Source: an optimization exercise on an open RTL-to-GDS flow (aim: small area and a short achievable clock period). Production flows keep margins and buffers that such runs may drop.
In this exercise RTL edits were held to simulation tests only and were not proved equivalent to the original.
Power is estimated from default activity; no workload was simulated.

`flow/run.sh`:
```
#!/bin/bash
# synth_recipe.tcl (not shown) runs the flow's synth.tcl, then flattens the netlist and writes it again
# the make line also repeats each setting of config.mk as NAME=value (left out here)
make -C /OpenROAD-flow-scripts/flow DESIGN_CONFIG=/design/flow/config.mk WORK_HOME=/design/flow/orfs CLKGATE_MAP_FILE= SYNTH_SCRIPT=/design/flow/synth_recipe.tcl finish
```
`flow/config.mk`:
```
export PLATFORM = sky130hd
export DESIGN_NAME = mem_responder
export DESIGN_NICKNAME = mem_responder
export VERILOG_FILES = /design/flow/design.v
export SDC_FILE = /design/flow/constraint.sdc
export NUM_CORES = 4
export LEC_CHECK = 0
export CAP_MARGIN = 20
export CORE_MARGIN = 2
export CORE_UTILIZATION = 40
export SLEW_MARGIN = 20
```
`flow/constraint.sdc`:
```
create_clock -name core_clock -period 6.0 [get_ports {clk}]
set_input_delay 1.2000 -clock core_clock [delete_from_list [all_inputs] [get_ports {clk}]]
set_output_delay 1.2000 -clock core_clock [all_outputs]
set_load 0.01 [all_outputs]
```
`flow/design.v`:
```
package mem_responder_pkg;
   localparam int WORD_W     = 16;
   localparam int DEF_LAT    = 2;
   localparam int DEF_ADDR_W = 8;
   localparam int RING_L     = 4;                   
   localparam int N_RING     = 2**DEF_ADDR_W / RING_L;
endpackage
module mem_responder_array (
   input  logic        clk,
   input  logic [7:0]  hi,       
   input  logic [7:0]  lo,       
   input  logic        wc,       
   input  logic        cln3,     
   input  logic        rs1,      
   input  logic        rs3,      
   input  logic [mem_responder_pkg::WORD_W-1:0] wdata,
   output logic [mem_responder_pkg::WORD_W-1:0] rdata
);
   localparam int W = mem_responder_pkg::WORD_W;
   localparam int N = mem_responder_pkg::N_RING;
   logic [N*W-1:0] r0, r1, r2, r3;
   logic [N*W-1:0] tap;
   genvar g, b;
   generate
      for (g = 0; g < N; g++) begin : ring
         wire sel  = hi[g/8] & lo[g%8];
         wire wsel = wc & sel;
         wire keep = cln3 & ~wsel;
         wire s1   = rs1 & sel;
         wire s3   = rs3 & sel;
         always_ff @(posedge clk) begin
            r0[g*W +: W] <= ({W{wsel}} & wdata) | ({W{keep}} & r3[g*W +: W]);
            r1[g*W +: W] <= r0[g*W +: W];
            r2[g*W +: W] <= r1[g*W +: W];
            r3[g*W +: W] <= r2[g*W +: W];
         end
         assign tap[g*W +: W] = ({W{s1}} & r1[g*W +: W]) | ({W{s3}} & r3[g*W +: W]);
      end
      for (b = 0; b < W; b++) begin : bit_or
         logic [N-1:0] v;
         for (g = 0; g < N; g++) begin : c
            assign v[g] = tap[g*W + b];
         end
         assign rdata[b] = |v;
      end
   endgenerate
endmodule
module mem_responder #(
   parameter int LAT    = mem_responder_pkg::DEF_LAT,
   parameter int ADDR_W = mem_responder_pkg::DEF_ADDR_W
) (
   input  logic              clk,
   input  logic              rst,
   input  logic              enable,
   input  logic              wr,
   input  logic [mem_responder_pkg::WORD_W-1:0] addr,
   input  logic [mem_responder_pkg::WORD_W-1:0] data_in,
   output logic [mem_responder_pkg::WORD_W-1:0] data_out,
   output logic              stall,
   output logic              done,
   output logic              err
);
   localparam int W = mem_responder_pkg::WORD_W;
   logic        b1, b2, dn;          
   logic        idle, accept;
   logic [1:0]  ph;                  
   logic [1:0]  p, p_nxt;            
   logic        cw;                  
   logic [7:0]  hi, lo;              
   logic [W-1:0] cdata;              
   logic        wpend, wpend_nxt;    
   logic        wc;                  
   logic        rd_nxt;              
   logic        rs1, rs3, hit;       
   logic [3:0]  cln;                 
   logic [W-1:0] rdata, dreg;
   logic        done_rd;
   assign idle   = ~(b1 | b2 | dn);
   assign accept = enable & idle;
   assign stall  = b1 | b2 | (enable & ~dn);
   always_ff @(posedge clk or negedge rst) begin
      if (!rst) begin
         b1 <= 1'b0;
         b2 <= 1'b0;
         dn <= 1'b0;
      end else begin
         b1 <= accept;
         b2 <= b1;
         dn <= b2;
      end
   end
   always_comb begin
      p_nxt     = accept ? addr[2:1] + ph + 2'd1 : p + 2'd1;
      wpend_nxt = accept ? wr : (wpend & ~wc);
      rd_nxt    = accept ? ~wr : (b1 & ~cw);
   end
   always_ff @(posedge clk or negedge rst) begin
      if (!rst) begin
         ph      <= 2'd0;
         p       <= 2'd0;
         cln     <= 4'd0;
         wpend   <= 1'b0;
         wc      <= 1'b0;
         rs1     <= 1'b0;
         rs3     <= 1'b0;
         hit     <= 1'b0;
         done_rd <= 1'b0;
      end else begin
         ph      <= ph + 2'd1;
         p       <= p_nxt;
         cln     <= {cln[2:0], 1'b1};
         wpend   <= wpend_nxt;
         wc      <= wpend_nxt & (p_nxt == 2'd3);
         rs1     <= rd_nxt & (p_nxt == 2'd1) & cln[0];
         rs3     <= rd_nxt & (p_nxt == 2'd3) & cln[2];
         hit     <= rd_nxt & p_nxt[0];
         done_rd <= b2 & ~cw;
      end
   end
   always_ff @(posedge clk) begin
      if (accept) begin
         cw    <= wr;
         hi    <= 8'd1 << addr[8:6];
         lo    <= 8'd1 << addr[5:3];
         cdata <= data_in;
      end
   end
   mem_responder_array u_array (
      .clk   (clk),
      .hi    (hi),
      .lo    (lo),
      .wc    (wc),
      .cln3  (cln[3]),
      .rs1   (rs1),
      .rs3   (rs3),
      .wdata (cdata),
      .rdata (rdata)
   );
   always_ff @(posedge clk) begin
      if (hit) dreg <= rdata;
   end
   assign data_out = {W{done_rd}} & dreg;
   assign done     = dn;
   assign err      = 1'b0;
endmodule
```
==> impl_results.md, run 1 <==
- Worst hold path class: flop to flop
- 1st-iter DRT viols: between 9,000 and 10,000
- Ys flop type: dfxtp_1
- Final hold violations: 0
- First-pass GRT wire length: about 520,000 µm
- Post-Syn Area: ~110,000 µm²
- Placed wire-length estimate: 236,200 µm
- H-Tree Depth: 5
- Final hold slack: between 0.2 and 0.3 ns
- Horiz. Die Dim: 537.1 µm
- CORE AREA: between 200,000 and 300,000 µm²
- Synth Instances: roughly 10,000
- Worst-Skew Late Latency: roughly 0.91 ns
- Starting density of the core: between 40% and 50%
- Cell variety after synth: between 40 and 50
- I/O Pins: 55
- Via count: 75,400
- Worst-margin pin slew: 1.261 ns
- GRT Overall Usage: approximately a quarter
- Setup crit start kind: flop
- Maximum vdd ir drop: about 0.29 mV
- Setup CP Type: flop to flop
- Data arrival, critical path: 4.97 ns
- TritonCTS Sinks: between 4,000 and 5,000
- R2R depth: 7
- Post-DR wirelength/cell: about 26 µm
- CTS buffer count: a little under 400
- Period Utilization, post-route: between 70% and 80%
- Clock Tree Buf Depth: 4
- Antenna Nets Post-Route: 0
- Number of synthesized flops with an enable pin: 49
- Dpl ws: around 1.8 ns
- Final cell count without fillers: 13,950
- IO buf count: 45
- R2R setup slack: between 1.5 and 2 ns
- Synth area leader: dfxtp_1
- HP Start: u_array.r0[322]
- Hold-fix buffers, CTS: 0
- Clock Tree Root: clkbuf_16
- Post-synth ARST share: 0.4085%
- Pwr/cell area: between 400 and 500 nW/µm²
- P&R area growth vs syn: 15.41%
- Final period demand of the worst path: 4.332 ns
- Count of max-cap constraint violations: 0
- Vias in the first global route: 72,660
- Placed cells: approximately 13,000
- FP Rows: between 150 and 200
- Final core occ: 46.44%
- Final nets: just under 10,000
- Share of layout cells above drive strength 1: around 9.2%
- Critical Path Fanout Max: 110
- Die span in y: between 500 and 600 µm
- Setup_tns: 0 ns
- FF-to-FF Start: rs3
- Syn nets: between 10,000 and 15,000
- Largest net degree at the start of global routing: around 200
- Required @ worst endpoint: approximately 6.6 ns
- Clock transition at path regs: roughly 0.060 ns
- Post-CTS sizing: 0
- # DRC: 0
- Peak Freq: 230.8 MHz
- Antenna violations before repair: 21
- Worst setup EP type: flop
- Leak Pwr: between 40 and 50 nW
- #FFs+latches synth: about 4,200
- CTS tree: done
- Synth top area share: 72.13%
- Slew Limit Headroom: between 15 and 20%
- Syn_area_per_cell: roughly 11 µm²
- Final Max Tran Viols: 0
- Total die area: approximately 290,000 µm²
- Syn. warnings: 2
- Synth top area cells: dfxtp_1, nand2_1, o21ai_0
- R2R Path End: dreg[11]
- RSZ-0062 raised after global routing: no
- Post-CTS Setup Inserts: 0
- Final worst setup slack: ~1.7 ns
- Setup Skew: 0.06988 ns
- Min-Delay Path Depth: 0
- Grt total ovfl: 0
- Gpl congestion: 1.021
- Pre-Repair DR Iteration Count: 7
- WL final: roughly 370,000 µm
- Status: timing/DRC/antenna clean
- Final setup vio count: 0
- DR vias/cell: roughly 5.4
- Hold endpoint: u_array.r1[322]
- Part of the Yosys area used for sequential elements: about three quarters
-- stage by stage --
stage | total power, mW | instance area (µm²)
2_1_floorplan | 32.16 | 113700
3_3_place_gp | 33.69 | 117700
3_5_place_dp | 33.81 | 117700
4_1_cts | 58.95 | 131100
5_1_grt | 60.45 | 131200
6_report | 58.84 | 131200
-- synthesized netlist by cell type (19+ instances only) --
cell,instances
o2bb2ai_1,87
nand2_1,2117
nor3_1,19
nor4_1,78
o21ai_0,1018
buf_1,46
nor2_1,81
nand4_1,275
clkbuf_1,701
buf_6,20
a22o_1,145
edfxtp_1,49
and3_1,109
o22ai_1,230
a221oi_1,51
a2111oi_0,35
a22oi_1,629
dfxtp_1,4096
buf_2,66
o21ai_1,27
-- cells by family (layout without fill, tap and decap cells) --
kind of cell | Yosys count | count (layout) | synth area share (%)
simple gates | 2744 | 2744 | 10.26
compound gates | 2273 | 2273 | 12.88
mux | 1 | 1 | 0.008805
other cells | 2 | 11 | 0.006606
buf+inv | 841 | 1014 | 2.996
flops | 4162 | 4162 | 73.80
fa+ha+maj | 1 | 1 | 0.01100
xor+xnor | 4 | 4 | 0.03082
-- how the worst max path moves through the flow --
stage,startpoint,end,slack (ns),cells after the start
after floorplan,enable,rs3,1.07,4
after global placement,rs3,dreg[11],1.80,7
after detailed placement,rs3,dreg[11],1.77,7
after CTS,rs3,dreg[11],1.72,7
after global routing,lo[1],dreg[14],1.72,7
final,rs3,dreg[11],1.67,7
-- cell type report --
type | count | area [µm²]
clock inverters | 148 | 1944
clock buffers | 562 | 11470
repair buffers | 301 | 2600
inverters | 3 | 11.26
diodes | 9 | 22.52
well taps | 3743 | 4683
flip-flops and latches | 4162 | 83910
fillers | 25290 | 151300
multi-input cells | 5025 | 26550
-- placed cells by master, fill, tap and decap left out, types with 49 or more instances in the layout --
cell type / instances
a221oi_1: 51
a22o_1: 145
nand2_1: 2116
clkbuf_16: 401
o21ai_0: 1018
nand4_1: 275
o22ai_1: 230
a22oi_1: 629
edfxtp_1: 49
dfxtp_1: 4096
nor2_1: 81
clkbuf_8: 83
nor4_1: 59
o2bb2ai_1: 87
clkbuf_1: 78
and3_1: 88
clkinv_2: 66
buf_4: 238
-- layer usage --
metal	vias up	global-route usage, %	share of wire (%)
met3	766	5.578	9.3
li1	34080	-	-
met5	-	0	0.031
met2	3574	35.95	42
met1	36970	34.15	43
met4	18	13.28	6.0
-- flip-flops by register name, summed over array words and instances, names as in the netlist, 2 cells and up --
name        count
cdata          16
dreg           16
u_array.r1   1024
cln             4
p               2
u_array.r3   1024
lo              8
hi              8
u_array.r2   1024
u_array.r0   1024
ph              2
-- worst max-delay path: stages, from the launching register on --
cell     delay [ns]
dfrtp_4        0.66
buf_4          0.30
buf_12         0.25
nand2_1        0.79
o22ai_1        0.20
nor4_1         0.80
nand4_1        0.41
or4_1          0.51
-- power breakdown --
group,leakage (nW),internal [mW],switching [mW]
Sequential,33.7,29.6,1.06
Clock,6.58,14.9,10.6
Combinational,7.10,0.529,2.12
==> inputs of run 2 (changes only) <==
--- a/flow/design.v
+++ b/flow/design.v
@@ -15,4 +15,4 @@
    input  logic        rs3,      
-   input  logic [mem_responder_pkg::WORD_W-1:0] wdata,
-   output logic [mem_responder_pkg::WORD_W-1:0] rdata
+   input  logic [mem_responder_pkg::WORD_W-1:0] wdn,    
+   output logic [mem_responder_pkg::WORD_W-1:0] rdata   
 );
@@ -27,7 +27,6 @@
          wire wsel = wc & sel;
-         wire keep = cln3 & ~wsel;
-         wire s1   = rs1 & sel;
-         wire s3   = rs3 & sel;
+         wire ia   = wsel | ~cln3;    
+         wire ib   = ~wsel;           
          always_ff @(posedge clk) begin
-            r0[g*W +: W] <= ({W{wsel}} & wdata) | ({W{keep}} & r3[g*W +: W]);
+            r0[g*W +: W] <= ~(({W{ia}} | r3[g*W +: W]) & ({W{ib}} | wdn));
             r1[g*W +: W] <= r0[g*W +: W];
@@ -36,3 +35,3 @@
          end
-         assign tap[g*W +: W] = ({W{s1}} & r1[g*W +: W]) | ({W{s3}} & r3[g*W +: W]);
+         assign tap[g*W +: W] = ({W{rs1 & sel}} & r1[g*W +: W]) | ({W{rs3 & sel}} & r3[g*W +: W]);
       end
@@ -64,2 +63,4 @@
    logic        b1, b2, dn;          
+   logic        bz;                  
+   logic        idl;                 
    logic        idle, accept;
@@ -75,7 +76,11 @@
    logic [3:0]  cln;                 
+   logic [3:0]  pol;                 
+   logic        pol_in;              
+   logic        ppol;                
+   logic [W-1:0] wdn;
    logic [W-1:0] rdata, dreg;
-   logic        done_rd;
-   assign idle   = ~(b1 | b2 | dn);
+   logic        rd_done;             
+   assign idle   = idl;
    assign accept = enable & idle;
-   assign stall  = b1 | b2 | (enable & ~dn);
+   assign stall  = bz | (enable & ~dn);
    always_ff @(posedge clk or negedge rst) begin
@@ -84,3 +89,5 @@
          b2 <= 1'b0;
+         bz <= 1'b0;
          dn <= 1'b0;
+         idl <= 1'b1;
       end else begin
@@ -88,5 +95,8 @@
          b2 <= b1;
+         bz <= accept | b1;
          dn <= b2;
+         idl <= ~(accept | b1 | b2);
       end
    end
+   assign rd_done = b2 & ~cw;
    always_comb begin
@@ -96,2 +106,4 @@
    end
+   assign pol_in = cln[3] & ~pol[3];
+   assign wdn    = ~cdata ^ {W{pol_in}};
    always_ff @(posedge clk or negedge rst) begin
@@ -101,2 +113,4 @@
          cln     <= 4'd0;
+         pol     <= 4'd0;
+         ppol    <= 1'b0;
          wpend   <= 1'b0;
@@ -106,3 +120,3 @@
          hit     <= 1'b0;
-         done_rd <= 1'b0;
+         data_out <= '0;
       end else begin
@@ -111,2 +125,4 @@
          cln     <= {cln[2:0], 1'b1};
+         pol     <= {pol[2:0], pol_in};
+         ppol    <= rd_nxt & ((p_nxt == 2'd1) & cln[0] & pol[0] | (p_nxt == 2'd3) & cln[2] & pol[2]);
          wpend   <= wpend_nxt;
@@ -116,3 +132,3 @@
          hit     <= rd_nxt & p_nxt[0];
-         done_rd <= b2 & ~cw;
+         data_out <= rd_done ? ((rdata ^ {W{ppol}}) | (dreg & {W{~hit}})) : '0;
       end
@@ -135,3 +151,3 @@
       .rs3   (rs3),
-      .wdata (cdata),
+      .wdn   (wdn),
       .rdata (rdata)
@@ -139,5 +155,4 @@
    always_ff @(posedge clk) begin
-      if (hit) dreg <= rdata;
+      dreg <= (rdata ^ {W{ppol}}) | (dreg & {W{~hit}});
    end
-   assign data_out = {W{done_rd}} & dreg;
    assign done     = dn;
--- a/flow/config.mk
+++ b/flow/config.mk
@@ -7,2 +7,3 @@
 export LEC_CHECK = 0
+export ABC_AREA = 1
 export CAP_MARGIN = 20
@@ -10,2 +11,5 @@
 export CORE_UTILIZATION = 40
+export CTS_CLUSTER_DIAMETER = 80
+export CTS_CLUSTER_SIZE = 30
+export SETUP_SLACK_MARGIN = 3.3
 export SLEW_MARGIN = 20
==> impl_results.md, run 2 <==
- CORE AREA: approximately 280,000 µm²
- Required @ worst endpoint: approximately 6.8 ns
- FP Rows: just under 200
- DR vias/cell: between 5 and 6
- Post-DR wirelength/cell: about 22 µm
- Largest stage delay, worst path: approximately 0.47 ns
- Dpl ws: around 1.7 ns
- Synth top area share: around 74%
- Vias in the first global route: 68,470
- Placed Area: 115,600 µm²
- Cell Chain, Critical Path: buf_6 > buf_4 > nand2_2 > nor2_4 > buf_4 > nand2_1 > nand2_1 > nor2_1 > nand2_1 > nor2_1 > nand2_1 > nor2_1 > nand2_1 > nand2_1 > nand3_4 > nand2_1 > inv_1
- CTS buffer count: 161
- 1st-iter DRT viols: 6,534
- Peak Freq: ~360 MHz
- Antenna Nets Post-Route: 0
- Final cell count without fillers: ~14,000
- Most frequent CP cell: nand2_1
- Clock transition at path regs: between 0.1 and 0.15 ns
- Final worst setup slack: roughly 3.2 ns
- WL final: a little over 300,000 µm
- Starting density of the core: between 40% and 50%
- P&R area growth vs syn: 12.10%
- Most frequent cells in the layout: dfxtp_1, nand2_1, o22ai_1, nor2_1, nand4_1
- Worst-Skew Late Latency: a little under 0.9 ns
- FF-to-FF Start: lo[0]
- # DRC: 0
- Clock Tree Buf Depth: 3
- Part of the Yosys area used for sequential elements: roughly 76%
- Final Max Tran Viols: 0
- Ys flop type: dfxtp_1
- Worst setup EP type: flop
- IO buf count: between 40 and 50
- Data arrival, critical path: between 3 and 4 ns
- HP Start: u_array.r0[189]
- TritonCTS Sinks: 4,184
- Hold-fix buffers, CTS: 0
- Critical Path Fanout Max: 11
- Synth top area cells: dfxtp_1, nand2_1, o22ai_1
- Final core occ: between 40% and 50%
- Syn_area_per_cell: 10.85 µm²
- Synth Instances: between 10,000 and 15,000
- Cell variety after synth: 32
- Syn nets: between 10,000 and 15,000
- Final period demand of the worst path: 2.812 ns
- Setup CP Type: flop to flop
- GRT Overall Usage: a little over a fifth
- First-pass GRT wire length: between 400,000 and 500,000 µm
- #FFs+latches synth: 4,184
- Final nets: around 10,000
- Pre-Repair DR Iteration Count: 6
- Worst-margin pin slew: approximately 1.1 ns
- Most common cell after layout, fill and taps aside: dfxtp_1
- Most frequent cells after synthesis: dfxtp_1, nand2_1, o22ai_1, nor2_1, nand4_1
- Gpl congestion: 0.8833
- I/O Pins: 55
- Pwr/cell area: 422.7 nW/µm²
- Setup Skew: about 0.035 ns
- CTS tree: done
- Worst Setup SP: lo[0]
- RSZ-0062 raised after global routing: yes
- Largest net degree at the start of global routing: 65
- Count of max-cap constraint violations: 0
- Count leader, synth: dfxtp_1
- Placed wire-length estimate: 169,500 µm
- Via count: approximately 71,000
- Syn. warnings: 2
- Number of synthesized flops with an enable pin: 33
- Grt total ovfl: 0
- Leak Pwr: ~54 nW
- Placed cells: ~14,000
- Design Power: ~53 mW
- Horiz. Die Dim: 531.4 µm
- Antenna violations before repair: 11
- Finished Cell Area: 124,700 µm²
- Setup crit start kind: flop
- Final hold slack: approximately 0.31 ns
- Setup_tns: 0 ns
- Crit-path slowest cell: edfxtp_1
- Die span in y: 531.4 µm
- Slew Limit Headroom: between 20% and 30%
- Maximum vdd ir drop: 0.2830 mV
- Post-Syn Area: 111,300 µm²
- Final setup vio count: 0
- Worst hold path class: flop to flop
- Share of layout cells above drive strength 1: around 11%
- Post-synth ARST share: less than 1%
- Synth area leader: dfxtp_1
- Status: timing/DRC/antenna clean
- Final hold violations: 0
- H-Tree Depth: 4
- Period Utilization, post-route: around 47%
- Clock Tree Root: clkbuf_16
- Total die area: ~280,000 µm²
==> run 2: cell count changes after synthesis, sizes merged, moves of 78 or more <==
cell | previous run | this run
a22o | 145 | 1
a22oi | 630 | 0
and3 | 109 | 0
clkbuf | 702 | 279
nand2 | 2117 | 3251
nand3 | 15 | 97
nor2 | 81 | 786
nor4 | 78 | 0
o21ai | 1045 | 19
o22ai | 230 | 1024
o2bb2ai | 87 | 0
==> run 2: cell families (layout without fill, tap and decap cells) <==
kind of cell    count (synthesis)  after routing  share of synthesized area [%]
compound gates               1045           1045                          5.858
xor+xnor                       20             20                         0.1574
fa+ha+maj                       1              1                        0.01124
buf+inv                       541            585                          2.174
flops                        4184           4184                          75.75
other cells                     2              4                       0.006750
simple gates                 4458           4466                          16.04
==> run 2: final timing paths <==
check / end / slack [ns] / cells past startpoint
setup / recovery: data_out[15] / 3.19 / 17
hold / removal: u_array.r1[189] / 0.31 / 0
setup reg to reg: data_out[15] / 3.19 / 17
hold reg to reg: u_array.r1[189] / 0.31 / 0
max in group asynchronous: rs1 / 5.21 / 1
min in group asynchronous: data_out[7] / 0.32 / 1
==> run 2: timing repair <==
action                                  in CTS  in global routing
gates resized for setup                    593                300
setup buffers                               82                 26
pin swaps                                   58                 92
gates cloned                                17                 14
endpoints found under the setup margin    1074                209
==> run 2: per-layer routing <==
metal | track usage, % | vias up | wire, µm
met5 | 0 | - | 23
met4 | 8.802 | 4 | 13310
met3 | 2.415 | 484 | 17560
met2 | 33.33 | 2282 | 140900
met1 | 28.64 | 34600 | 135200
li1 | - | 33420 | -
==> run 2: critical path: cells and delay by family (launching register included) <==
family	cells	cell delay (ns)
flip-flops	1	0.47
buffers and inverters	4	0.68
AND/OR/NAND/NOR	13	1.51
==> run 2: layout make-up <==
cell class	count	area, µm²
Sequential cell	4184	84310
Inverter	52	231.5
Clock buffer	194	4310
Antenna cell	2	5.005
Timing Repair inverter	4	81.33
Fill cell	25130	151800
Clock inverter	23	334.1
Multi-Input combinational cell	5534	27120
Timing Repair Buffer	312	3707
Tap cell	3705	4636
==> run 2: report_power, final <==
| part | switching, mW | leakage (nW) | total [mW] | internal (mW) |
|---|---|---|---|---|
| registers | 1.72 | 35.3 | 33.9 | 32.2 |
| clock network | 8.25 | 2.26 | 13.6 | 5.31 |
| logic | 3.70 | 16.4 | 5.23 | 1.53 |
==> inputs of run 3 (changes only) <==
--- a/flow/design.v
+++ b/flow/design.v
@@ -20,5 +20,7 @@
    localparam int N = mem_responder_pkg::N_RING;
-   logic [N*W-1:0] r0, r1, r2, r3;
-   logic [N*W-1:0] tap;
-   genvar g, b;
+   logic [W*N-1:0] r0, r1, r2, r3, r0_nxt;
+   logic [N-1:0]   ia, ib;      
+   logic [N-1:0]   s1, s3;      
+   logic [W*16-1:0] l1;         
+   genvar g, b, k;
    generate
@@ -27,20 +29,46 @@
          wire wsel = wc & sel;
-         wire ia   = wsel | ~cln3;    
-         wire ib   = ~wsel;           
-         always_ff @(posedge clk) begin
-            r0[g*W +: W] <= ~(({W{ia}} | r3[g*W +: W]) & ({W{ib}} | wdn));
-            r1[g*W +: W] <= r0[g*W +: W];
-            r2[g*W +: W] <= r1[g*W +: W];
-            r3[g*W +: W] <= r2[g*W +: W];
+         assign ia[g] = wsel | ~cln3;
+         assign ib[g] = ~wsel;
+         assign s1[g] = rs1 & sel;
+         assign s3[g] = rs3 & sel;
+      end
+      for (b = 0; b < W; b++) begin : bt
+         for (g = 0; g < N; g++) begin : ins
+            mem_responder_ins u (
+               .a(ia[g]), .r(r3[b*N + g]), .b(ib[g]), .w(wdn[b]), .y(r0_nxt[b*N + g])
+            );
          end
-         assign tap[g*W +: W] = ({W{rs1 & sel}} & r1[g*W +: W]) | ({W{rs3 & sel}} & r3[g*W +: W]);
-      end
-      for (b = 0; b < W; b++) begin : bit_or
-         logic [N-1:0] v;
-         for (g = 0; g < N; g++) begin : c
-            assign v[g] = tap[g*W + b];
+         for (k = 0; k < 16; k++) begin : rd
+            mem_responder_rd8 u (
+               .s1(s1[4*k +: 4]), .d1(r1[b*N + 4*k +: 4]), .s3(s3[4*k +: 4]),
+               .d3(r3[b*N + 4*k +: 4]), .y(l1[b*16 + k])
+            );
          end
-         assign rdata[b] = |v;
+         mem_responder_or16 u_or (.a(l1[b*16 +: 16]), .y(rdata[b]));
       end
    endgenerate
+   always_ff @(posedge clk) begin
+      r0 <= r0_nxt;
+      r1 <= r0;
+      r2 <= r1;
+      r3 <= r2;
+   end
+endmodule
+module mem_responder_ins (
+   input  logic a, r, b, w,
+   output logic y
+);
+   assign y = ~((a | r) & (b | w));
+endmodule
+module mem_responder_rd8 (
+   input  logic [3:0] s1, d1, s3, d3,
+   output logic       y
+);
+   assign y = |((s1 & d1) | (s3 & d3));
+endmodule
+module mem_responder_or16 (
+   input  logic [15:0] a,
+   output logic        y
+);
+   assign y = |a;
 endmodule
--- a/flow/config.mk
+++ b/flow/config.mk
@@ -7,6 +7,5 @@
 export LEC_CHECK = 0
-export ABC_AREA = 1
 export CAP_MARGIN = 20
 export CORE_MARGIN = 2
-export CORE_UTILIZATION = 40
+export CORE_UTILIZATION = 55
 export CTS_CLUSTER_DIAMETER = 80
@@ -15 +14,2 @@
 export SLEW_MARGIN = 20
+export SYNTH_HIERARCHICAL = 1
==> impl_results.md, run 3 <==
- Status: timing/DRC/antenna clean
- Maximum vdd ir drop: roughly 0.35 mV
- CTS buffer count: ~160
- Final worst setup slack: ~2.7 ns
- Dpl ws: approximately 1.6 ns
- Worst-Skew Late Latency: 0.86 ns
- Via count: 60,240
- Clock transition at path regs: between 0.1 and 0.15 ns
- Post-synth ARST share: less than 1%
- WL final: ~280,000 µm
- Final hold slack: ~0.3 ns
- Synth top area cells: dfxtp_1, a22oi_1, o22ai_1
- Peak Freq: between 300 and 400 MHz
- Setup crit start kind: flop
- Slew Limit Headroom: 24.93%
- Share of layout cells above drive strength 1: 10.20%
- Clock Tree Root: clkbuf_16
- Synth area leader: dfxtp_1
- Setup Skew: 0.05373 ns
- Xor/xnor cell area share of the yosys netlist: less than 1%
- Largest net degree at the start of global routing: 65
- Finished Cell Area: around 110,000 µm²
- Simple-gate share of the synthesized area: 3.989%
- Count of max-cap constraint violations: 0
- Synth top area share: between 70% and 80%
- Die span in y: approximately 440 µm
- Mux cell area share after synthesis: less than 1%
- TritonCTS Sinks: approximately 4,200
- GRT Overall Usage: between 20 and 30%
- Worst hold path class: flop to flop
- Post-Syn Area: 103,600 µm²
- Met1 Track Usage GR: a little over two fifths
- Pwr/cell area: 443.8 nW/µm²
- Met3 usage: under 10%
- 1st-iter DRT viols: 6,916
- #FFs+latches synth: about 4,200
- Final setup vio count: 0
- I/O Pins: 55
- Met2 usage: roughly 43%
- Period Utilization, post-route: 55.24%
- Worst setup EP type: flop
- Ys flop type: dfxtp_1
- Syn_area_per_cell: around 15 µm²
- Crit-path slowest cell: nor4_4
- Pre-Repair DR Iteration Count: 8
- IO buf count: 45
- Final period demand of the worst path: about 3.3 ns
- Horiz. Die Dim: roughly 440 µm
- FP Rows: between 150 and 200
- Worst-margin pin slew: about 1.1 ns
- RSZ-0062 raised after global routing: yes
- Grt total ovfl: 0
- Post-DR wirelength/cell: 28.44 µm
- Starting density of the core: 55.28%
- Largest stage delay, worst path: 0.67 ns
- Final hold violations: 0
- Number of synthesized flops with an enable pin: 33
- Placed Area: 107,600 µm²
- H-Tree Depth: 4
- P&R area growth vs syn: 10.77%
- Total die area: approximately 190,000 µm²
- Antenna violations before repair: 8
- Syn nets: roughly 7,100
- Count leader, synth: dfxtp_1
- DR vias/cell: roughly 6.1
- Main combinational cell family by area after synthesis: compound AO/OA/AOI/OAI gates
- # DRC: 0
- Placed wire-length estimate: roughly 160,000 µm
- Cell variety after synth: 38
- Cell Chain, Critical Path: buf_16 > and3_1 > buf_6 > a22oi_1 > nand4_1 > nor4_4 > nand4_1 > xnor2_1 > o21ai_1 > nor2b_1
- Part of the Yosys area used for sequential elements: approximately 81%
- Grt peak-use layer: met1
- Required @ worst endpoint: around 6.7 ns
- Most frequent cells after synthesis: dfxtp_1, a22oi_1, o22ai_1, nand4_1, and3_1
- Most frequent CP cell: nand4_1
- Most frequent cells in the layout: dfxtp_1, o22ai_1, a22oi_1, nand4_1, clkbuf_16
- Setup CP Type: flop to flop
- Final core occ: between 60% and 70%
- Final nets: between 7,000 and 8,000
- CTS tree: done
- Adder-cell share of the synthesized area: less than 1%
- First-pass GRT wire length: 403,900 µm
- Leak Pwr: roughly 44 nW
- Critical Path Fanout Max: 16
- Syn. warnings: 8
- Synth Instances: between 7,000 and 8,000
- Gpl congestion: 0.8387
- Hold-fix buffers, CTS: 0
- Most common cell after layout, fill and taps aside: dfxtp_1
- Final Max Tran Viols: 0
- Data arrival, critical path: around 4.0 ns
- Vias in the first global route: just under 60,000
- Clock Tree Buf Depth: 3
- CORE AREA: 187,400 µm²
- Compound-gate portion of the synthesized area: 13.71%
- Setup_tns: 0 ns
- Antenna Nets Post-Route: 0
==> run 3: cell types whose count changed in the layout (fill, tap and decap cells not counted), sizes merged, moves of 31 or more <==
cell / delta
and3: +147
nand3: -31
nor2: -788
buf: -75
nand2: -3181
a22oi: +1024
inv: -40
nor4: +64
nand4: -32
==> run 3: final timing paths <==
check | startpoint | endpoint | slack [ns] | cells past startpoint
hold reg to reg | u_array.r0[673] | u_array.r1[673] | 0.30 | 0
setup reg to reg | rs3 | data_out[13] | 2.69 | 10
max in group asynchronous | rst | data_out[12] | 4.98 | 2
hold / removal | u_array.r0[673] | u_array.r1[673] | 0.30 | 0
min in group asynchronous | rst | ph[1] | 0.44 | 2
setup / recovery | rs3 | data_out[13] | 2.69 | 10
==> run 3: logic make-up (layout without fill, tap and decap cells) <==
kind of cell | count (synthesis) | count (layout)
DFF | 4184 | 4184
AOI/OAI and AO/OA | 2068 | 2068
buffers and inverters | 86 | 451
muxes | 2 | 2
adders and majority gates | 1 | 1
other | 2 | 14
xor gates and xnor gates | 36 | 36
and+or+nand+nor | 642 | 657
==> run 3: final cells by class <==
class / count / area (µm²)
clock inverter: 8 / 113.9
timing repair buffer: 226 / 2262
clock buffer: 197 / 4353
fill: 14540 / 72650
sequential: 4184 / 84320
multi-input combinational: 2766 / 20480
inverter: 20 / 75.07
tap: 2495 / 3122
antenna: 12 / 30.03
==> run 3: per-stage QoR <==
stage	power, mW	instances
2_1_floorplan	35.77	7021
3_3_place_gp	37.61	9605
3_5_place_dp	37.83	9605
4_1_cts	50.97	9879
5_1_grt	52.61	9903
6_report	50.93	9908
==> run 3: modules after synthesis (local to each module, per instance) <==
module,copies in the design,flip-flops and latches
mem_responder,1,88
mem_responder_array,1,4096
mem_responder_ins,1024,0
mem_responder_or16,16,0
mem_responder_rd8,256,0
==> run 3: repair_timing <==
action / in CTS / in global routing
cloned: 20 / 3
pin swaps: 74 / 53
setup endpoints to repair: 910 / 363
buffers inserted: 49 / 14
resized for setup: 439 / 97
==> run 3: worst max-delay path, delay by kind of cell, from the launching register on <==
| kind | cells | cell delay (ns) |
|---|---|---|
| compound gates | 2 | 0.31 |
| flops | 1 | 0.58 |
| buf+inv | 2 | 0.37 |
| xor+xnor | 1 | 0.19 |
| simple gates | 5 | 1.66 |
==> run 3: routing by layer <==
metal  share of wire, %  up-vias
met5             0.0071        -
met4                2.8        2
met3                6.7      386
met2                 44     2123
met1                 47    30610
li1                   -    27110
==> run 3: power by group <==
| part | total (mW) | leakage, nW | switching [mW] | internal (mW) |
|---|---|---|---|---|
| Sequential | 34.0 | 35.3 | 1.77 | 32.2 |
| Combinational | 3.72 | 6.42 | 2.48 | 1.23 |
| Clock | 13.2 | 2.18 | 8.00 | 5.23 |
| Total | 50.9 | 43.9 | 12.3 | 38.7 |
==> inputs of run 4 (changes only) <==
--- a/flow/config.mk
+++ b/flow/config.mk
@@ -9,3 +9,3 @@
 export CORE_MARGIN = 2
-export CORE_UTILIZATION = 55
+export CORE_UTILIZATION = 40
 export CTS_CLUSTER_DIAMETER = 80
==> impl_results.md, run 4 <==
- Register area: between 80,000 and 90,000 µm²
- Worst-Skew Late Latency: slightly below 0.9 ns
- Part of the Yosys area used for sequential elements: around 81%
- Most frequent cells in the layout: dfxtp_1, o22ai_1, a22oi_1, nand4_1, clkbuf_16
- FF-to-FF Start: rs1
- Count leader, synth: dfxtp_1
- Placed Area: 108,700 µm²
- IO buf count: 45
- Final hold slack: roughly 0.32 ns
- Pre-Repair DR Iteration Count: 6
- Setup CP Type: flop to flop
- Count of max-cap constraint violations: 0
- Cell variety after synth: 38
- Clock Tree Root: clkbuf_16
- Most frequent cells after synthesis: dfxtp_1, a22oi_1, o22ai_1, nand4_1, and3_1
- Critical Path Fanout Max: 10
- Die span in y: between 500 and 600 µm
- Setup crit start kind: flop
- Main combinational cell family by area after synthesis: compound AO/OA/AOI/OAI gates
- Clock transition at path regs: 0.11 ns
- Final worst setup slack: about 2.7 ns
- Synth top area cells: dfxtp_1, a22oi_1, o22ai_1
- Required @ worst endpoint: 6.73 ns
- Hold-fix buffers, CTS: 0
- FP Rows: 186
- Synth area leader: dfxtp_1
- Grt total ovfl: 0
- Worst Setup SP: rs1
- Placed wire-length estimate: roughly 170,000 µm
- Starting density of the core: 40.29%
- Total die area: roughly 260,000 µm²
- H-Tree Depth: 4
- 1st-iter DRT viols: just under 6,000
- First-pass GRT wire length: ~400,000 µm
- Via count: around 60,000
- Syn. warnings: 8
- Largest stage delay, worst path: roughly 0.6 ns
- Number of synthesized flops with an enable pin: 33
- Antenna Nets Post-Route: 0
- Maximum vdd ir drop: about 0.34 mV
- Gpl congestion: about 0.82
- Ys flop type: dfxtp_1
- Worst hold path class: flop to flop
- Final period demand of the worst path: 3.301 ns
- DR vias/cell: between 5 and 6
- Syn_area_per_cell: roughly 15 µm²
- Worst setup EP type: flop
- Worst-margin pin slew: around 1.1 ns
- Antenna violations before repair: 3
- RSZ-0062 raised after global routing: yes
- Share of layout cells above drive strength 1: about 9.9%
- Leak Pwr: ~44 nW
- Most common cell after layout, fill and taps aside: dfxtp_1
- Vias in the first global route: between 50,000 and 60,000
- Post-synth ARST share: less than 1%
- # DRC: 0
- TritonCTS Sinks: about 4,200
- Synth top area share: 79.46%
- Synth Instances: around 7,000
- Data arrival, critical path: about 4 ns
- R2R Path End: data_out[5]
- Most frequent CP cell: nand4_1
- Setup_tns: 0 ns
- Largest net degree at the start of global routing: 45
- Multi-input gate area: about 20,000 µm²
- Adder-cell share of the synthesized area: less than 1%
- Xor/xnor cell area share of the yosys netlist: 0.3043%
- I/O Pins: 55
- CP Capture Point: data_out[5]
- Dpl ws: 1.651 ns
- Mux cell area share after synthesis: less than 1%
- #FFs+latches synth: between 4,000 and 5,000
- R2R setup slack: 2.70 ns
- CTS tree: done
- CTS buffer count: 160
- Horiz. Die Dim: 512.9 µm
- Fillcell total: between 20,000 and 25,000
- CORE AREA: about 260,000 µm²
- Finished Cell Area: about 120,000 µm²
- Simple-gate share of the synthesized area: 3.989%
- Slew Limit Headroom: between 20% and 30%
- Peak Freq: 303.0 MHz
- Crit-path slowest cell: dfrtp_4
- P&R area growth vs syn: 11.78%
- R2R depth: 10
- Status: timing/DRC/antenna clean
- Post-Syn Area: 103,600 µm²
- Period Utilization, post-route: 55.01%
- GRT Overall Usage: roughly 20%
- Setup Skew: about 0.038 ns
- Pwr/cell area: roughly 440 nW/µm²
- WL final: 277,500 µm
- Post-DR wirelength/cell: ~26 µm
- Syn nets: around 7,000
- Compound-gate portion of the synthesized area: 13.71%
- Final setup vio count: 0
- Final hold violations: 0
- Clock Tree Buf Depth: 3
- Cell Chain, Critical Path: buf_16 > and3_4 > buf_4 > a22oi_1 > nand4_1 > nor4_4 > nand4_1 > xnor2_1 > o21ai_1 > nor2b_1
- Final Max Tran Viols: 0
- Final nets: roughly 7,400
-- run 4: worst max-delay path, delay by kind of cell (launching register included) --
kind / cells / cell delay, ns
and+or+nand+nor: 5 / 1.57
DFF: 1 / 0.60
xor gates and xnor gates: 1 / 0.25
AOI/OAI and AO/OA: 2 / 0.29
buffers and inverters: 2 / 0.41
-- run 4: power by group --
| part | total, mW | internal [mW] | switching (mW) | leakage (nW) |
|---|---|---|---|---|
| Clock | 13.2 | 5.01 | 8.15 | 2.17 |
| Combinational | 3.72 | 1.27 | 2.45 | 6.47 |
| Sequential | 34.0 | 32.2 | 1.76 | 35.3 |
-- run 4: Yosys stat by module (local to each module, per instance) --
module               times used  cells inside  flip-flops and latches  cell area (µm²)
mem_responder                 1           226                      88             3176
mem_responder_array           1          4411                    4096            84230
mem_responder_or16           16             5                       0            31.28
mem_responder_ins          1024             1                       0            6.256
mem_responder_rd8           256             5                       0            36.28
-- run 4: worst min path at each step --
stage                     from         endpoint  slack (ns)  cells past startpoint
2_1_floorplan    u_array.r0[0]    u_array.r1[0]        0.31                      0
3_3_place_gp   u_array.r2[676]  u_array.r3[676]        0.31                      0
3_5_place_dp   u_array.r0[297]  u_array.r1[297]        0.31                      0
4_1_cts        u_array.r0[349]  u_array.r1[349]        0.31                      0
5_1_grt         u_array.r0[93]   u_array.r1[93]        0.31                      0
6_report       u_array.r0[349]  u_array.r1[349]        0.32                      0
-- run 4: layer usage --
metal | track usage, % | vias up | wire (µm)
met4 | 6.748 | 0 | 8598
met1 | 28.74 | 30150 | 125700
met3 | 2.847 | 369 | 18200
li1 | - | 27110 | -
met2 | 31.23 | 2265 | 125000
met5 | 0 | - | 0
-- run 4: repair_timing --
action | CTS | global route
endpoints found under the setup margin | 1051 | 385
buffers inserted | 68 | 21
gates cloned | 0 | 13
gates resized for setup | 346 | 172
pin swaps | 47 | 46
-- run 4: area by class of cell --
cell class,count,share of cell area (%)
diodes,1,0.002161
repair buffers,250,2.316
clock inverters,26,0.3317
clock buffers,178,3.516
inverters,20,0.06483
multi-input cells,2757,17.31
well taps,3384,3.656
flip-flops and latches,4184,72.80
-- run 4: logic make-up (layout without fill, tap and decap cells) --
kind of cell / Yosys count / count (layout)
compound gates: 2068 / 2068
xor+xnor: 36 / 36
fa+ha+maj: 1 / 1
buf+inv: 86 / 474
flops: 4184 / 4184
mux: 2 / 2
other cells: 2 / 3
simple gates: 642 / 648
-- run 4: metrics by stage --
step | total power, mW | cells | utilization (%)
2_1_floorplan | 35.77 | 7021 | -
3_3_place_gp | 37.59 | 10490 | 42.27
3_5_place_dp | 37.86 | 10490 | 42.28
4_1_cts | 50.88 | 10770 | 44.63
5_1_grt | 52.59 | 10800 | 45.03
6_report | 50.84 | 10800 | 45.03
==> inputs of run 5 (changes only) <==
--- a/flow/design.v
+++ b/flow/design.v
@@ -9,8 +9,6 @@
    input  logic        clk,
-   input  logic [7:0]  hi,       
-   input  logic [7:0]  lo,       
-   input  logic        wc,       
+   input  logic [7:0]  hw, lw,
+   input  logic [7:0]  hi_nxt, lo_nxt,
+   input  logic        rs1_nxt, rs3_nxt,
    input  logic        cln3,     
-   input  logic        rs1,      
-   input  logic        rs3,      
    input  logic [mem_responder_pkg::WORD_W-1:0] wdn,    
@@ -27,8 +25,10 @@
       for (g = 0; g < N; g++) begin : ring
-         wire sel  = hi[g/8] & lo[g%8];
-         wire wsel = wc & sel;
+         wire wsel = hw[g/8] & lw[g%8];
          assign ia[g] = wsel | ~cln3;
          assign ib[g] = ~wsel;
-         assign s1[g] = rs1 & sel;
-         assign s3[g] = rs3 & sel;
+         wire sel_nxt = hi_nxt[g/8] & lo_nxt[g%8];
+         always_ff @(posedge clk) begin
+            s1[g] <= rs1_nxt & sel_nxt;
+            s3[g] <= rs3_nxt & sel_nxt;
+         end
       end
@@ -102,3 +102,7 @@
    logic        rd_nxt;              
-   logic        rs1, rs3, hit;       
+   logic        rs1_nxt, rs3_nxt;    
+   logic        wc_nxt;              
+   logic [7:0]  hi_nxt, lo_nxt;
+   logic [7:0]  hw, lw;              
+   logic        hit;                 
    logic [3:0]  cln;                 
@@ -133,2 +137,7 @@
       rd_nxt    = accept ? ~wr : (b1 & ~cw);
+      hi_nxt    = accept ? 8'd1 << addr[8:6] : hi;
+      lo_nxt    = accept ? 8'd1 << addr[5:3] : lo;
+      rs1_nxt   = rd_nxt & (p_nxt == 2'd1) & cln[0];
+      rs3_nxt   = rd_nxt & (p_nxt == 2'd3) & cln[2];
+      wc_nxt    = wpend_nxt & (p_nxt == 2'd3);
    end
@@ -145,4 +154,4 @@
          wc      <= 1'b0;
-         rs1     <= 1'b0;
-         rs3     <= 1'b0;
+         hw      <= 8'd0;
+         lw      <= 8'd0;
          hit     <= 1'b0;
@@ -156,5 +165,5 @@
          wpend   <= wpend_nxt;
-         wc      <= wpend_nxt & (p_nxt == 2'd3);
-         rs1     <= rd_nxt & (p_nxt == 2'd1) & cln[0];
-         rs3     <= rd_nxt & (p_nxt == 2'd3) & cln[2];
+         wc      <= wc_nxt;
+         hw      <= {8{wc_nxt}} & hi_nxt;
+         lw      <= {8{wc_nxt}} & lo_nxt;
          hit     <= rd_nxt & p_nxt[0];
@@ -166,4 +175,4 @@
          cw    <= wr;
-         hi    <= 8'd1 << addr[8:6];
-         lo    <= 8'd1 << addr[5:3];
+         hi    <= hi_nxt;
+         lo    <= lo_nxt;
          cdata <= data_in;
@@ -173,8 +182,9 @@
       .clk   (clk),
-      .hi    (hi),
-      .lo    (lo),
-      .wc    (wc),
+      .hw    (hw),
+      .lw    (lw),
+      .hi_nxt  (hi_nxt),
+      .lo_nxt  (lo_nxt),
+      .rs1_nxt (rs1_nxt),
+      .rs3_nxt (rs3_nxt),
       .cln3  (cln[3]),
-      .rs1   (rs1),
-      .rs3   (rs3),
       .wdn   (wdn),
==> impl_results.md, run 5 <==
- Fillcell total: between 20,000 and 25,000
- Ys flop type: dfxtp_1
- Pwr/cell area: approximately 410 nW/µm²
- Most common cell after layout, fill and taps aside: dfxtp_1
- Part of the Yosys area used for sequential elements: about 80%
- Post-DR wirelength/cell: between 20 and 30 µm
- Placed Area: between 100,000 and 150,000 µm²
- Post-Syn Area: about 110,000 µm²
- Starting density of the core: about two fifths
- Clock transition at path regs: 0.10 ns
- Post-synth ARST share: between 1 and 1.5%
- Syn nets: a little over 7,000
- Worst setup EP type: output pin
- Synth top area share: between 70 and 80%
- Worst-margin pin slew: around 1.1 ns
- Count of max-cap constraint violations: 0
- Worst-Skew Late Latency: between 0.8 and 0.9 ns
- Peak Freq: roughly 360 MHz
- Final cell count without fillers: about 11,000
- Final core occ: between 40% and 50%
- Critical Path Fanout Max: 2
- Setup_tns: 0 ns
- Largest net degree at the start of global routing: 65
- Number of synthesized flops with an enable pin: 33
- Synth top area cells: dfxtp_1, a22oi_1, o22ai_1
- Leak Pwr: around 45 nW
- First-pass GRT wire length: between 400,000 and 500,000 µm
- Data arrival, critical path: about 1.6 ns
- Antenna Nets Post-Route: 0
- H-Tree Depth: 4
- Required @ worst endpoint: 4.80 ns
- Dpl ws: 1.881 ns
- Maximum vdd ir drop: around 0.31 mV
- Pre-Repair DR Iteration Count: 5
- Cell variety after synth: 42
- Final hold violations: 0
- WL final: slightly below 300,000 µm
- # DRC: 0
- P&R area growth vs syn: 10.60%
- TritonCTS Sinks: roughly 4,300
- I/O Pins: 55
- Die span in y: ~520 µm
- Final period demand of the worst path: 2.786 ns
- 1st-iter DRT viols: approximately 6,300
- #FFs+latches synth: between 4,000 and 5,000
- Period Utilization, post-route: 46.44%
- Clock Tree Buf Depth: 3
- RSZ-0062 raised after global routing: yes
- Total die area: 270,500 µm²
- CORE AREA: 265,100 µm²
- Placed cells: between 10,000 and 15,000
- Synth area leader: dfxtp_1
- Synth Instances: between 7,000 and 8,000
- Slew Limit Headroom: a little over a quarter
- Syn_area_per_cell: ~15 µm²
- Final nets: around 7,500
- Share of layout cells above drive strength 1: between 7 and 8%
- Most frequent cells after synthesis: dfxtp_1, a22oi_1, o22ai_1, nand4_1, and3_1
- Via count: a little over 60,000
- Setup CP Type: input pin to output pin
- Final worst setup slack: between 3 and 4 ns
- Grt total ovfl: 0
- Finished Cell Area: around 120,000 µm²
- Final Max Tran Viols: 0
- Gpl congestion: 0.8197
- Most frequent cells in the layout: dfxtp_1, o22ai_1, a22oi_1, nand4_1, clkbuf_16
- Status: timing/DRC/antenna clean
- Horiz. Die Dim: between 500 and 600 µm
- Antenna violations before repair: 22
- GRT Overall Usage: 20.85%
- Count leader, synth: dfxtp_1
- Worst hold path class: flop to flop
- Final setup vio count: 0
- CTS tree: done
- Setup Skew: between 0.04 and 0.05 ns
- DR vias/cell: between 5 and 6
- Syn. warnings: 8
- CTS buffer count: around 160
- Setup crit start kind: input pin
- Clock Tree Root: clkbuf_16
- Placed wire-length estimate: between 150,000 and 200,000 µm
- IO buf count: 45
- FP Rows: roughly 190
- Vias in the first global route: ~60,000
run 5: where the power goes:
part / switching [mW] / internal (mW)
Sequential: 1.06 / 31.1
Combinational: 2.01 / 0.905
Clock: 8.32 / 5.36
Total: 11.4 / 37.3
run 5: worst max-delay path, stage by stage:
cell and delay [ns]:
buf_12 0.10, a21o_1 0.16, buf_2 0.13
run 5: per-stage QoR:
stage,total power [mW],hold WS [ns]
after global placement,35.31,0.3095
final,48.70,0.3126
after CTS,48.85,0.3147
after floorplan,33.66,0.3096
after global routing,50.19,0.3114
after detailed placement,35.46,0.3121
run 5: final timing paths:
kind	slack [ns]	start	to	cells after the start
setup reg to reg	3.25	u_array.s3[33]	data_out[10]	8
min in group asynchronous	0.44	rst	bz	2
max in group asynchronous	4.95	rst	lw[1]	2
setup / recovery	3.21	enable	stall	3
hold / removal	0.31	u_array.r0[997]	u_array.r1[997]	0
hold reg to reg	0.31	u_array.r0[997]	u_array.r1[997]	0
run 5: cell families after synthesis:
logic type / after synthesis / synth area share [%]
DFF: 4326 / 81.86
other: 2 / 0.007050
and+or+nand+nor: 587 / 3.284
adders and majority gates: 1 / 0.01174
buffers and inverters: 102 / 0.4428
xor gates and xnor gates: 35 / 0.3019
AOI/OAI and AO/OA: 2149 / 14.07
muxes: 2 / 0.02349
run 5: Yosys stat by module (local to each module, per instance):
module               flops+latches  cell area [µm²]  times used
mem_responder_ins                0            6.256        1024
mem_responder_rd8                0            36.28         256
mem_responder                  102             3775           1
mem_responder_or16               0            31.28          16
mem_responder_array           4224            86560           1
run 5: cell type report:
class / count / area [µm²] / area share (%)
multi-input combinational: 2779 / 19790 / 16.80
clock buffer: 187 / 4318 / 3.665
sequential: 4326 / 87360 / 74.14
timing repair buffer: 161 / 1516 / 1.287
clock inverter: 20 / 285.3 / 0.2421
inverter: 24 / 95.09 / 0.08071
tap: 3533 / 4420 / 3.752
antenna: 16 / 40.04 / 0.03398
run 5: repair_timing:
item                                    in CTS  in global routing
setup buffers                               12                 16
hold buffers                                 0                  0
gates cloned                                 3                  0
endpoints found under the setup margin     604                 89
pin swaps                                   12                 40
resized for setup                          233                 79
run 5: per-layer routing:
| layer | wire [µm] | GRT usage, % |
|---|---|---|
| met1 | 127300 | 28.49 |
| met2 | 134000 | 33.33 |
| met3 | 20390 | 3.488 |
| met4 | 10420 | 7.511 |
| met5 | 83 | 0 |
==> inputs of run 6 (changes only) <==
--- a/flow/config.mk
+++ b/flow/config.mk
@@ -7,2 +7,3 @@
 export LEC_CHECK = 0
+export ABC_AREA = 1
 export CAP_MARGIN = 20
@@ -14,2 +15 @@
 export SLEW_MARGIN = 20
-export SYNTH_HIERARCHICAL = 1
==> impl_results.md, run 6 <==
- Status: timing/DRC/antenna clean
- 1st-iter DRT viols: 5,340
- P_int: around 37 mW
- Final worst setup slack: ~3.2 ns
- Count of max-cap constraint violations: 0
- Post-synth ARST share: 1.225%
- Horiz. Die Dim: roughly 540 µm
- Post-DR wirelength/cell: approximately 20 µm
- # DRC: 0
- #FFs+latches synth: around 4,300
- Worst setup EP type: output pin
- Period Utilization, post-route: roughly 46%
- Synth top area cells: dfxtp_1, nand2_1, o22ai_1
- I/O Pins: between 50 and 60
- CTS tree: done
- Final setup vio count: 0
- Final cell count without fillers: ~14,000
- Peak Freq: 359.2 MHz
- Final Max Tran Viols: 0
- IO buf count: 45
- Fillcell total: approximately 26,000
- Compound-gate portion of the synthesized area: a little under 6%
- WP buf/inv: 1
- Maximum vdd ir drop: roughly 0.23 mV
- CORE AREA: roughly 280,000 µm²
- Clock Tree Buf Depth: 4
- Most common cell after layout, fill and taps aside: dfxtp_1
- Share of layout cells above drive strength 1: under 10%
- Largest net degree at the start of global routing: 66
- Cell Chain, Critical Path: buf_6
- TritonCTS Sinks: ~4,300
- Synth Instances: around 11,000
- Synth top area share: roughly three quarters
- Ys flop type: dfxtp_1
- Part of the Yosys area used for sequential elements: between 70% and 80%
- Crit path max-delay family: flip-flops
- FP Rows: 195
- WL final: about 280,000 µm
- GRT Overall Usage: approximately a fifth
- Grt total ovfl: 0
- Cell variety after synth: 31
- H-Tree Depth: 4
- Dpl ws: 1.858 ns
- Data arrival, critical path: between 1.5 and 2 ns
- Setup Skew: 0.03695 ns
- Main combinational cell family by area after synthesis: simple AND/OR/NAND/NOR gates
- P&R area growth vs syn: 7.401%
- Starting density of the core: 40.22%
- Number of synthesized flops with an enable pin: 33
- Final nets: 10,290
- Flop pwr share: ~65%
- Count leader, synth: dfxtp_1
- Slew Limit Headroom: about two fifths
- Antenna Nets Post-Route: 0
- Most frequent cells in the layout: dfxtp_1, nand2_1, o22ai_1, nor2_1, clkbuf_16
- Worst-Skew Late Latency: a little under 0.9 ns
- Logic gate share of total power: roughly 6.5%
- Total die area: 288,100 µm²
- DR vias/cell: roughly 4.8
- Setup_tns: 0 ns
- Critical Path Fanout Max: 1
- Die span in y: between 500 and 600 µm
- Syn_area_per_cell: around 11 µm²
- Hold-fix buffers, CTS: 0
- Clock transition at path regs: between 0.1 and 0.15 ns
- Setup crit start kind: flop
- Worst hold path class: flop to flop
- Worst-margin pin slew: ~0.92 ns
- Gpl congestion: ~0.83
- Placed cells: 13,820
- Most frequent cells after synthesis: dfxtp_1, nand2_1, o22ai_1, nor2_1, clkbuf_1
- Sw Pwr: roughly 12 mW
- Post-Syn Area: 113,500 µm²
- Via count: ~68,000
- Pre-Repair DR Iteration Count: 6
- Final hold slack: just over 0.3 ns
- Syn. warnings: 2
- Syn nets: 10,550
- Placed wire-length estimate: 171,300 µm
- Adder-cell share of the synthesized area: less than 1%
- Required @ worst endpoint: between 4 and 5 ns
- First-pass GRT wire length: 420,100 µm
- Largest stage delay, worst path: 0.56 ns
- Vias in the first global route: 66,320
- Sw frac: between 20% and 30%
- Design Power: slightly below 50 mW
- Clock share of power: 28.1%
- Mux cell area share after synthesis: 0%
- Simple-gate share of the synthesized area: 15.03%
- Crit-path slowest cell: dfrtp_2
- Leak Pwr: ~53 nW
- CTS buffer count: approximately 170
- Clock Tree Root: clkbuf_16
- Antenna violations before repair: 9
- Xor/xnor cell area share of the yosys netlist: less than 1%
- Final period demand of the worst path: between 2 and 3 ns
- RSZ-0062 raised after global routing: yes
- Final hold violations: 0
- Setup CP Type: flop to output pin
- Pwr/cell area: about 400 nW/µm²
- Synth area leader: dfxtp_1
[run 6: cell types whose count changed after synthesis, sizes merged, moves of 131 or more]
cell    delta
nand4    -271
nor2     +827
a22oi   -1016
clkbuf   +330
and3     -131
nand2   +3595
[run 6: cell type report]
| class | count | area (µm²) | area share [%] |
|---|---|---|---|
| Sequential cell | 4326 | 87220 | 71.52 |
| Multi-Input combinational cell | 5600 | 24220 | 19.86 |
| Tap cell | 3743 | 4683 | 3.840 |
| Clock buffer | 186 | 4429 | 3.632 |
| Timing Repair Buffer | 99 | 968.4 | 0.7941 |
| Inverter | 56 | 220.2 | 0.1806 |
| Clock inverter | 13 | 200.2 | 0.1642 |
| Antenna cell | 4 | 10.01 | 0.008208 |
[run 6: logic make-up (layout without fill, tap and decap cells)]
kind of cell	Yosys count	in the layout
flops	4326	4326
fa+ha+maj	1	1
buf+inv	583	354
other cells	2	6
compound gates	1046	1046
simple gates	4530	4531
xor+xnor	20	20
[run 6: power groups by stage]
stage,registers [mW],logic (mW),clock network [mW]
global route,32.3,3.32,15.1
global placement,32.6,3.05,0
CTS,32.1,3.18,14.1
detailed placement,32.7,3.10,0
finish,32.1,3.20,13.8
floorplan,32.2,1.61,0
[run 6: timing repair]
action	CTS	global route
gates resized for setup	124	35
pin swaps	3	1
buffers inserted	5	2
gates cloned	1	0
endpoints found under the setup margin	1010	228
[run 6: final timing paths]
kind                            startpoint              end  slack (ns)  cells past startpoint
setup reg to reg                     lw[0]  u_array.r0[840]        3.31                      4
hold / removal             u_array.r2[194]  u_array.r3[194]        0.31                      0
hold reg to reg            u_array.r2[194]  u_array.r3[194]        0.31                      0
max in group asynchronous              rst           cln[3]        4.99                      2
setup / recovery               data_out[6]      data_out[6]        3.22                      1
min in group asynchronous              rst      data_out[2]        0.46                      2
[run 6: per-layer routing]
metal  vias to the layer above  global-route usage, %  share of wire [%]
li1                      32890                      -                  -
met1                     32660                  26.75                 46
met2                      1628                  30.29                 45
met3                       382                  2.410                5.2
met4                         0                  6.661                3.7
met5                         -                      0                  0
[run 6: worst register-to-register path, cell delays in order (launching register included)]
cell and delay (ns):
dfrtp_1 0.64, buf_4 0.37, nand2_1 0.55, nand2_1 0.81, o22ai_1 0.18
[run 6: stage by stage]
stage                     area [µm²]  util [%]
after global placement        117000     41.45
after global routing          121900     43.20
after CTS                     121800     43.16
after detailed placement      117100     41.47
final                         122000     43.20
after floorplan               113500         -
==> inputs of run 7 (changes only) <==
--- a/flow/config.mk
+++ b/flow/config.mk
@@ -7,3 +7,2 @@
 export LEC_CHECK = 0
-export ABC_AREA = 1
 export CAP_MARGIN = 20
@@ -11,3 +10,3 @@
 export CORE_UTILIZATION = 40
-export CTS_CLUSTER_DIAMETER = 80
+export CTS_CLUSTER_DIAMETER = 110
 export CTS_CLUSTER_SIZE = 30
@@ -15 +14,2 @@
 export SLEW_MARGIN = 20
+export SYNTH_HIERARCHICAL = 1
==> impl_results.md, run 7 <==
- Sw Pwr: ~11 mW
- Logic gate share of total power: 6.0%
- Part of the Yosys area used for sequential elements: a little over 80%
- Post-Syn Area: roughly 110,000 µm²
- CORE AREA: 265,100 µm²
- Leak Pwr: 44.82 nW
- Synth top area cells: dfxtp_1, a22oi_1, o22ai_1
- Synth area leader: dfxtp_1
- Clock Tree Root: clkbuf_16
- Via count: between 60,000 and 70,000
- Multi-input gate area: approximately 20,000 µm²
- Share of layout cells above drive strength 1: roughly 7.6%
- CTS tree: done
- Register area: roughly 87,000 µm²
- I/O Pins: 55
- Setup CP Type: input pin to output pin
- Final period demand of the worst path: 2.786 ns
- Syn_area_per_cell: 14.79 µm²
- Worst Setup SP: enable
- Placed cells: ~11,000
- IO buf count: 45
- Synth Instances: 7,204
- Sw frac: between 20% and 30%
- WP buf/inv: 2
- TritonCTS Sinks: between 4,000 and 5,000
- Pwr/cell area: around 410 nW/µm²
- #FFs+latches synth: ~4,300
- CTS buffer count: about 160
- Required @ worst endpoint: around 4.8 ns
- Clock transition at path regs: 0.11 ns
- Count of max-cap constraint violations: 0
- Count leader, synth: dfxtp_1
- Setup_tns: 0 ns
- Worst setup EP type: output pin
- DR vias/cell: roughly 5.6
- H-Tree Depth: 4
- Gpl congestion: between 0.8 and 0.9
- Maximum vdd ir drop: 0.2515 mV
- Final hold violations: 0
- Post-DR wirelength/cell: ~27 µm
- Number of synthesized flops with an enable pin: 33
- P_int: 37.14 mW
- Slew Limit Headroom: between 20 and 30%
- Total die area: roughly 270,000 µm²
- Final nets: about 7,500
- P&R area growth vs syn: 10.31%
- Fillcell total: between 20,000 and 25,000
- RSZ-0062 raised after global routing: yes
- Setup crit start kind: input pin
- Data arrival, critical path: 1.59 ns
- Die span in y: approximately 520 µm
- GRT Overall Usage: a little over a fifth
- Antenna violations before repair: 15
- Critical Path Fanout Max: 2
- Syn nets: 7,241
- WL final: a little under 300,000 µm
- Placed wire-length estimate: ~170,000 µm
- Worst hold path class: flop to flop
- Clock share of power: 27.6%
- Worst-Skew Late Latency: between 0.8 and 0.9 ns
- First-pass GRT wire length: between 400,000 and 500,000 µm
- Final Max Tran Viols: 0
- Syn. warnings: 8
- Synth top area share: approximately four fifths
- Cell Chain, Critical Path: buf_12 > a21o_1 > buf_2
- Antenna Nets Post-Route: 0
- Most frequent cells after synthesis: dfxtp_1, a22oi_1, o22ai_1, nand4_1, and3_1
- Setup Skew: 0.05114 ns
- Worst-margin pin slew: ~1.1 ns
- Grt total ovfl: 0
- Peak Freq: around 360 MHz
- Largest stage delay, worst path: roughly 0.16 ns
- Crit-path slowest cell: a21o_1
- Crit path max-delay family: buffers and inverters
- Largest net degree at the start of global routing: between 60 and 70
- Flop pwr share: between 60% and 70%
- FF-to-FF Start: cln[3]
- HP Start: u_array.r0[262]
- Status: timing/DRC/antenna clean
- Vias in the first global route: 60,500
- Starting density of the core: between 40% and 50%
- 1st-iter DRT viols: ~6,500
- Most common cell after layout, fill and taps aside: dfxtp_1
- Cell variety after synth: 42
- Final cell count without fillers: about 11,000
- Clock Tree Buf Depth: 3
- Hold-fix buffers, CTS: 0
- Period Utilization, post-route: a little under half
- FP Rows: approximately 190
- Ys flop type: dfxtp_1
- # DRC: 0
- Post-synth ARST share: 1.225%
- Final setup vio count: 0
- Horiz. Die Dim: about 520 µm
- Pre-Repair DR Iteration Count: 6
- Most frequent cells in the layout: dfxtp_1, o22ai_1, a22oi_1, nand4_1, clkbuf_16
==> run 7: changes by cell type after synthesis, sizes merged, moves of 119 or more <==
cell    change
a22oi    +1016
and3      +131
buf       -119
clkbuf    -330
nand2    -3595
nand4     +271
nor2      -827
==> run 7: metal layers <==
layer / part of all wire (%) / track usage (%) / vias up
met2: 46 / 33.62 / 2282
met4: 3.2 / 6.919 / 2
li1: - / - / 27380
met1: 44 / 28.67 / 31070
met5: 0.0062 / 0 / -
met3: 6.7 / 3.275 / 422
==> run 7: logic make-up (layout without fill, tap and decap cells) <==
| kind of cell | Yosys count | in the layout | synth area share, % |
|---|---|---|---|
| flops | 4326 | 4326 | 81.86 |
| compound gates | 2149 | 2149 | 14.07 |
| simple gates | 587 | 590 | 3.284 |
| buf+inv | 102 | 369 | 0.4428 |
| xor+xnor | 35 | 35 | 0.3019 |
| other cells | 2 | 10 | 0.007050 |
| mux | 2 | 2 | 0.02349 |
| fa+ha+maj | 1 | 1 | 0.01174 |
==> run 7: layout make-up <==
type                            count  share of cell area (%)
Tap cell                         3533                   3.762
Timing Repair Buffer              153                   1.223
Clock inverter                      5                 0.07773
Antenna cell                        8                 0.01704
Sequential cell                  4326                   74.35
Multi-Input combinational cell   2779                   16.84
Clock buffer                      187                   3.656
Inverter                           24                 0.08092
==> run 7: timing repair <==
item                                    4_1_cts  5_1_grt
cloned                                        3        0
endpoints found under the setup margin      604       87
gates resized for setup                     231       88
pin swaps                                    12       39
setup buffers                                 9       11
==> run 7: Yosys stat by module, one instance, submodules excluded <==
module,area [µm²],cells,flip-flops and latches
mem_responder_rd8,36.28,5,0
mem_responder_or16,31.28,5,0
mem_responder,3775,273,102
mem_responder_ins,6.256,1,0
mem_responder_array,86560,4547,4224
==> run 7: worst paths after layout <==
kind	end	slack [ns]	cells past startpoint
worst max-delay path	stall	3.21	3
worst min-delay path	u_array.r1[262]	0.31	0
worst max register to register	u_array.r0[406]	3.28	6
worst min register to register	u_array.r1[262]	0.31	0
max in group asynchronous	lw[1]	4.97	2
min in group asynchronous	bz	0.45	2
==> run 7: per-stage QoR <==
stage	cell area, µm²	util [%]	setup WS (ns)	power (mW)	hold WS [ns]
finish	117500	44.33	3.214	48.39	0.3125
CTS	117000	44.15	3.156	48.53	0.3155
global route	117500	44.32	3.185	49.87	0.3135
global placement	112000	42.24	1.904	35.31	0.3095
floorplan	106800	-	2.304	33.66	0.3096
detailed placement	112000	42.25	1.881	35.46	0.3121
==> run 7: power groups by stage <==
stage	Sequential [mW]	Combinational, mW	Clock, mW
global placement	32.6	2.69	0
floorplan	32.3	1.37	0
finish	32.1	2.91	13.4
CTS	32.1	2.83	13.6
global route	32.3	2.99	14.5
detailed placement	32.7	2.73	0
==> run 7: worst register-to-register path: cells and delay by family (launching register included) <==
family | cells | cell delay (ns)
buf+inv | 3 | 1.14
xor+xnor | 1 | 0.61
flops | 1 | 0.42
compound gates | 1 | 0.25
simple gates | 1 | 0.12

## what the ideal ports hide
The results above use ideal ports. As a check the final layouts listed here were re-extracted and re-timed, cells and wires unchanged.
Step 1, drivers: a clkbuf_16 drives clk and a buf_2 each remaining input, both assumed.
Step 2 adds t to the input delays and takes it off the output delays; t is the mean of the earliest and latest rising clock arrival at the registers after step 1. Input paths then give back, and output paths get back, about the clock's delay inside the block.
a / b / c = ideal / step 1 / step 2; a / b = the first two.
run	shift t [ns]	setup WS [ns]	hold slack, ns	worst setup path after step 2
run 1	0.977	1.668 / 1.668 / 1.668	0.298 / 0.298 / 0.298	register to register
run 2	0.960	3.188 / 3.170 / 2.555	0.311 / 0.252 / 0.311	input to register
run 3	0.918	2.686 / 2.686 / 2.686	0.300 / 0.300 / 0.300	register to register
run 4	0.943	2.699 / 2.699 / 2.699	0.317 / 0.317 / 0.317	register to register
run 5	0.947	3.214 / 3.166 / 2.552	0.313 / 0.313 / 0.313	input to register
run 6	0.952	3.216 / 3.118 / 2.499	0.309 / 0.309 / 0.309	input to register
run 7	0.939	3.214 / 3.166 / 2.473	0.313 / 0.313 / 0.313	input to register
After both steps every run listed still meets setup and hold. The setup slack of run 7, which loses most, moves by -0.048 ns with the drivers and by -0.741 ns with both steps.
